This is an optimization exercise on Yosys and OpenROAD, whose aim is small area, a short achievable clock period and few clock cycles per item, not a production implementation.
Where RTL was checked, it was by simulation tests only, not by an equivalence proof against the original. The flow treats the clock pin as an ideal source, which a real chip does not have.

==> trial 34 <==
==> flow/design.v <==
package arp_pkg;
  localparam int IP_W  = 32;
  localparam int MAC_W = 48;
  typedef struct packed {
    logic             mode;
    logic [IP_W-1:0]  ip_addr;
    logic [MAC_W-1:0] mac_in;
  } in_t;
  typedef struct packed {
    logic             hit;
    logic [MAC_W-1:0] mac_out;
  } out_t;
  localparam logic MODE_LOOKUP = 1'b0;
  localparam logic MODE_ADD    = 1'b1;
endpackage
module arp_cell (
  input  logic                      clk,
  input  logic                      wr_en,
  input  logic [arp_pkg::IP_W-1:0]  wr_ip,
  input  logic [arp_pkg::MAC_W-1:0] wr_mac,
  input  logic [arp_pkg::IP_W-1:0]  key,
  output logic                      match,
  output logic [arp_pkg::MAC_W-1:0] mac
);
  logic [arp_pkg::IP_W-1:0] ip;
  always_ff @(posedge clk) begin
    if (wr_en) begin
      ip  <= wr_ip;
      mac <= wr_mac;
    end
  end
  assign match = (ip == key);
endmodule
module arp_cache_table #(
  parameter int ENTRIES = 16
) (
  input  logic clk,
  input  logic rst,
  input  logic req_valid,
  output logic req_stall,
  input  arp_pkg::in_t  req,
  output logic rsp_valid,
  input  logic rsp_stall,
  output arp_pkg::out_t rsp
);
  localparam int IDX_W = (ENTRIES > 1) ? $clog2(ENTRIES) : 1;
  logic hold;
  logic accept;
  assign accept    = req_valid && !hold;
  assign req_stall = hold;
  logic                      v0;
  logic                      add0;
  logic [arp_pkg::IP_W-1:0]  ip0;
  logic [arp_pkg::MAC_W-1:0] mac0;
  always_ff @(posedge clk) begin
    if (rst) begin
      v0 <= 1'b0;
    end else if (!hold) begin
      v0 <= accept;
    end
  end
  always_ff @(posedge clk) begin
    if (!hold) begin
      add0 <= req.mode;
      ip0  <= req.ip_addr;
      mac0 <= req.mac_in;
    end
  end
  logic                      v1;
  logic                      add1;
  logic                      hit1;
  logic [ENTRIES-1:0]        sel1;
  logic [arp_pkg::IP_W-1:0]  ip1;
  logic [arp_pkg::MAC_W-1:0] mac1;
  logic [ENTRIES-1:0]                      valid;
  logic [ENTRIES-1:0]                      match_raw;
  logic [ENTRIES-1:0]                      wr_en;
  logic [ENTRIES-1:0][arp_pkg::MAC_W-1:0]  slot_mac;
  for (genvar i = 0; i < ENTRIES; i++) begin : g_slot
    assign wr_en[i] = v1 && add1 && sel1[i];
    arp_cell u_cell (
      .clk    (clk),
      .wr_en  (wr_en[i]),
      .wr_ip  (ip1),
      .wr_mac (mac1),
      .key    (ip0),
      .match  (match_raw[i]),
      .mac    (slot_mac[i])
    );
  end
  logic [IDX_W-1:0]   rep;         
  logic [ENTRIES-1:0] rep_oh;
  logic [ENTRIES-1:0] first_empty;
  logic [ENTRIES-1:0] hit_vec;
  logic [ENTRIES-1:0] alloc;
  logic [ENTRIES-1:0] sel0;
  logic               eq01;
  logic               any_hit;
  logic               full;
  logic               adv;
  assign eq01 = (ip0 == ip1);
  assign full = valid[ENTRIES-1];    
  always_comb begin
    for (int i = 0; i < ENTRIES; i++) begin
      if (wr_en[i]) hit_vec[i] = eq01;
      else          hit_vec[i] = valid[i] && match_raw[i];
      first_empty[i] = !valid[i] && ((i == 0) ? 1'b1 : valid[(i == 0) ? 0 : i-1]);
      rep_oh[i]      = (rep == IDX_W'(i));
    end
    any_hit = |hit_vec;
    alloc   = full ? rep_oh : first_empty;
    sel0    = hit_vec | ((add0 && !any_hit) ? alloc : '0);
  end
  assign adv = !hold && v0 && add0 && !any_hit;
  always_ff @(posedge clk) begin
    if (rst) begin
      valid <= '0;
      rep   <= IDX_W'(1);
    end else if (adv) begin
      if (full) rep <= IDX_W'(rep + 1'b1);
      else      valid <= valid | first_empty;
    end
  end
  always_ff @(posedge clk) begin
    if (rst) begin
      v1 <= 1'b0;
    end else if (!hold) begin
      v1 <= v0;
    end
  end
  always_ff @(posedge clk) begin
    if (!hold) begin
      add1 <= add0;
      hit1 <= any_hit;
      sel1 <= sel0;
      ip1  <= ip0;
      mac1 <= mac0;
    end
  end
  logic [arp_pkg::MAC_W-1:0] rd_mac;
  logic                      push;
  always_comb begin
    rd_mac = '0;
    for (int i = 0; i < ENTRIES; i++) begin
      rd_mac = rd_mac | (slot_mac[i] & {arp_pkg::MAC_W{sel1[i]}});
    end
  end
  assign push = !hold && v1 && !add1;
  logic                      sv;
  logic                      s_hit;
  logic [arp_pkg::MAC_W-1:0] s_mac;
  logic                      pop;
  logic                      rv_next;
  logic                      sv_next;
  assign pop  = rsp_valid && !rsp_stall;
  assign hold = sv;
  always_comb begin
    if (!rsp_valid || pop) begin
      rv_next = sv || push;
      sv_next = sv && push;
    end else begin
      rv_next = 1'b1;
      sv_next = sv || push;
    end
  end
  always_ff @(posedge clk) begin
    if (rst) begin
      rsp_valid <= 1'b0;
      sv        <= 1'b0;
    end else begin
      rsp_valid <= rv_next;
      sv        <= sv_next;
    end
  end
  always_ff @(posedge clk) begin
    if (!rsp_valid || pop) begin
      if (sv) begin
        rsp.hit     <= s_hit;
        rsp.mac_out <= s_mac;
      end else if (push) begin
        rsp.hit     <= hit1;
        rsp.mac_out <= rd_mac;
      end
    end
    if (push && rsp_valid && !pop) begin
      s_hit <= hit1;
      s_mac <= rd_mac;
    end
  end
endmodule
module arp_cache (
  input  logic        clk,
  input  logic        rst,
  input  logic        req_valid,
  output logic        req_stall,
  input  logic        req_mode,
  input  logic [31:0] req_ip,
  input  logic [47:0] req_mac,
  output logic        rsp_valid,
  input  logic        rsp_stall,
  output logic        rsp_hit,
  output logic [47:0] rsp_mac
);
  arp_pkg::in_t  req;
  arp_pkg::out_t rsp;
  assign req.mode    = req_mode;
  assign req.ip_addr = req_ip;
  assign req.mac_in  = req_mac;
  assign rsp_hit     = rsp.hit;
  assign rsp_mac     = rsp.mac_out;
  arp_cache_table #(.ENTRIES(16)) u_table (
    .clk(clk), .rst(rst), .req_valid(req_valid), .req_stall(req_stall), .req(req),
    .rsp_valid(rsp_valid), .rsp_stall(rsp_stall), .rsp(rsp)
  );
endmodule
==> flow/run.sh <==
#!/bin/bash
# synth_recipe.tcl (not shown) runs the flow's synth.tcl, then flattens the netlist and writes it again
# the make line also repeats each setting of config.mk as NAME=value (left out here)
make -C /OpenROAD-flow-scripts/flow DESIGN_CONFIG=/design/flow/config.mk WORK_HOME=/design/flow/orfs CLKGATE_MAP_FILE= SYNTH_SCRIPT=/design/flow/synth_recipe.tcl finish
==> flow/config.mk <==
export PLATFORM = sky130hd
export DESIGN_NAME = arp_cache
export DESIGN_NICKNAME = arp_cache
export VERILOG_FILES = /design/flow/design.v
export SDC_FILE = /design/flow/constraint.sdc
export NUM_CORES = 4
export LEC_CHECK = 0
export CAP_MARGIN = 20
export CORE_MARGIN = 2
export CORE_UTILIZATION = 40
export SLEW_MARGIN = 20
==> flow/constraint.sdc <==
create_clock -name core_clock -period 5.0 [get_ports {clk}]
set_input_delay 1.0000 -clock core_clock [delete_from_list [all_inputs] [get_ports {clk}]]
set_output_delay 1.0000 -clock core_clock [all_outputs]
set_load 0.01 [all_outputs]
==> build 85: changes against trial 34 <==
==> flow/design.v, changed modules only <==
module arp_cache_table #(
  parameter int ENTRIES = 16
) (
  input  logic clk,
  input  logic rst,
  input  logic req_valid,
  output logic req_stall,
  input  arp_pkg::in_t  req,
  output logic rsp_valid,
  input  logic rsp_stall,
  output arp_pkg::out_t rsp
);
  localparam int IDX_W = (ENTRIES > 1) ? $clog2(ENTRIES) : 1;
  logic                      lk0;       
  logic                      ad0;       
  logic [arp_pkg::IP_W-1:0]  ip0;
  logic [arp_pkg::MAC_W-1:0] mac0;
  logic [ENTRIES-1:0]        hit_rd0;   
  logic [ENTRIES-1:0]        hit_wr0;   
  logic blocked;
  logic hold;
  logic accept;
  logic acc_add;
  assign hold      = blocked && rsp_stall;
  assign req_stall = hold;
  assign accept    = req_valid && !hold;
  assign acc_add   = accept && req.mode == arp_pkg::MODE_ADD;
  logic [ENTRIES-1:0]                      valid;
  logic [ENTRIES-1:0]                      match;
  logic [ENTRIES-1:0]                      wr_en;
  logic [ENTRIES-1:0][arp_pkg::MAC_W-1:0]  slot_mac;
  for (genvar i = 0; i < ENTRIES; i++) begin : g_slot
    arp_cell u_cell (
      .clk    (clk),
      .wr_en  (wr_en[i]),
      .wr_ip  (ip0),
      .wr_mac (mac0),
      .key    (req.ip_addr),
      .match  (match[i]),
      .mac    (slot_mac[i])
    );
  end
  logic               eq_prev;
  logic [ENTRIES-1:0] hit_in;
  assign eq_prev = (req.ip_addr == ip0);
  always_comb begin
    for (int i = 0; i < ENTRIES; i++) begin
      if (wr_en[i]) hit_in[i] = eq_prev;
      else          hit_in[i] = valid[i] && match[i];
    end
  end
  always_ff @(posedge clk) begin
    if (rst) begin
      lk0 <= 1'b0;
    end else if (!hold) begin
      lk0 <= accept && req.mode == arp_pkg::MODE_LOOKUP;
    end
  end
  always_ff @(posedge clk) begin
    if (rst) begin
      ad0 <= 1'b0;
    end else begin
      ad0 <= acc_add;
    end
  end
  always_ff @(posedge clk) begin
    if (!hold) begin
      hit_rd0 <= hit_in;
    end
  end
  always_ff @(posedge clk) begin
    hit_wr0 <= hit_in & {ENTRIES{acc_add}};
    ip0     <= req.ip_addr;
    mac0    <= req.mac_in;
  end
  logic [IDX_W-1:0]   alloc_idx;
  logic               full;
  logic [ENTRIES-1:0] alloc;
  logic               new_slot;
  always_comb begin
    for (int i = 0; i < ENTRIES; i++) begin
      valid[i] = full || (alloc_idx > IDX_W'(i));
      alloc[i] = (alloc_idx == IDX_W'(i));
    end
    new_slot = ad0 && !(|hit_wr0);
    wr_en    = hit_wr0 | (alloc & {ENTRIES{new_slot}});
  end
  always_ff @(posedge clk) begin
    if (rst) begin
      alloc_idx <= '0;
      full      <= 1'b0;
    end else if (new_slot) begin
      if (!full && alloc_idx == IDX_W'(ENTRIES - 1)) begin
        full      <= 1'b1;
        alloc_idx <= IDX_W'(1 % ENTRIES);
      end else begin
        alloc_idx <= IDX_W'(alloc_idx + 1'b1);
      end
    end
  end
  logic [arp_pkg::MAC_W-1:0] rd_mac;
  logic                      load_rsp;
  logic                      rv_next;
  always_comb begin
    rd_mac = '0;
    for (int i = 0; i < ENTRIES; i++) begin
      rd_mac = rd_mac | (slot_mac[i] & {arp_pkg::MAC_W{hit_rd0[i]}});
    end
  end
  assign load_rsp = !(rsp_valid && rsp_stall);
  assign rv_next  = load_rsp ? lk0 : 1'b1;
  always_ff @(posedge clk) begin
    if (rst) begin
      rsp_valid <= 1'b0;
      blocked   <= 1'b0;
    end else begin
      rsp_valid <= rv_next;
      blocked   <= rv_next && (hold ? 1'b1 : (accept && req.mode == arp_pkg::MODE_LOOKUP));
    end
  end
  always_ff @(posedge clk) begin
    if (load_rsp) begin
      rsp.hit     <= |hit_rd0;
      rsp.mac_out <= rd_mac;
    end
  end
endmodule
==> flow/flow/run.sh (new file) <==
#!/bin/bash
# layout flow: the standard flow, with buf_2 cells as the port buffers and no dummy clock loads
export BUFFER_PORTS_ARGS="-buffer_cell sky130_fd_sc_hd__buf_2"
export CTS_ARGS="-sink_clustering_enable -repair_clock_nets -sink_clustering_size 30 -sink_clustering_max_diameter 100 -dont_use_dummy_load"
bash standard.sh > standard.log 2>&1
==> flow/standard.sh (new file) <==
#!/bin/bash
# synth_recipe.tcl (not shown) runs the flow's synth.tcl, then flattens the netlist and writes it again
# the make line also repeats each setting of config.mk as NAME=value (left out here)
make -C /OpenROAD-flow-scripts/flow DESIGN_CONFIG=/design/flow/config.mk WORK_HOME=/design/flow/orfs CLKGATE_MAP_FILE= SYNTH_SCRIPT=/design/flow/synth_recipe.tcl "${@:-finish}"
- CORE_UTILIZATION: 40 -> 70
- CTS_CLUSTER_DIAMETER: default -> 100
- CTS_CLUSTER_SIZE: default -> 30
- SETUP_SLACK_MARGIN: default -> 2.5
removed: flow/run.sh
==> impl_metrics.toml <==
[power]
leakagePower_nw = 19.35
clkPwrFrac_pct = 27.0

[run_status]
status = "no timing/DRC/antenna violations"

[setup_path]
required_ns = 5.37

[sta]
timing.fmax_ghz = 0.3743

[cells_and_area]
regArea_um2 = 42520

[die]
die_x_um = 280.8

[yosys]
synth_top_area_share_pct = 75.29
Source of the figures above: build 85

==> impl_metrics.toml <==
[power]
clkPwrFrac_pct = 43.0
leakagePower_nw = 21.91

[yosys]
synth_top_area_share_pct = 76.87

[global_route]
busiest_layer = "met2"

[placement]
dp.cells = 5553

[setup_path]
required_ns = 5.51

[run_status]
status = "no timing/DRC/antenna violations"

[sta]
timing.fmax_ghz = 0.2437
Source of the figures above: trial 34

Testbench counts of trial 34, summed over its fixed seeds: cycles 18,018, items 18,000.
No functional check of the RTL was part of build 85.

[afterwards: timing with drivers on the ports]
The results above use ideal ports. As a check the final layouts listed here were re-extracted and re-timed, cells and wires unchanged.
Step 1 sets driving cells, clkbuf_16 on the clock port and buf_2 on the other inputs (assumed; they add their load-dependent delay and slew).
Step 2 also shifts input and output timing later by t, the mid clock arrival at the registers, as if the neighbouring blocks saw the same clock.
a / b / c = no drivers / after step 1 / after step 2; a / b = the first two.
run	t, ns	setup slack, ns	worst hold slack (ns)
trial 34	0.867	0.896 / 0.896 / 0.896	0.407 / 0.407 / 0.407
build 85	0.737	2.328 / 2.328 / 1.716	0.388 / 0.335 / 0.485
After both steps every run listed still meets setup and hold. For build 85, which loses most, drivers alone change the setup slack by 0.000 ns; drivers and shift together by -0.612 ns.
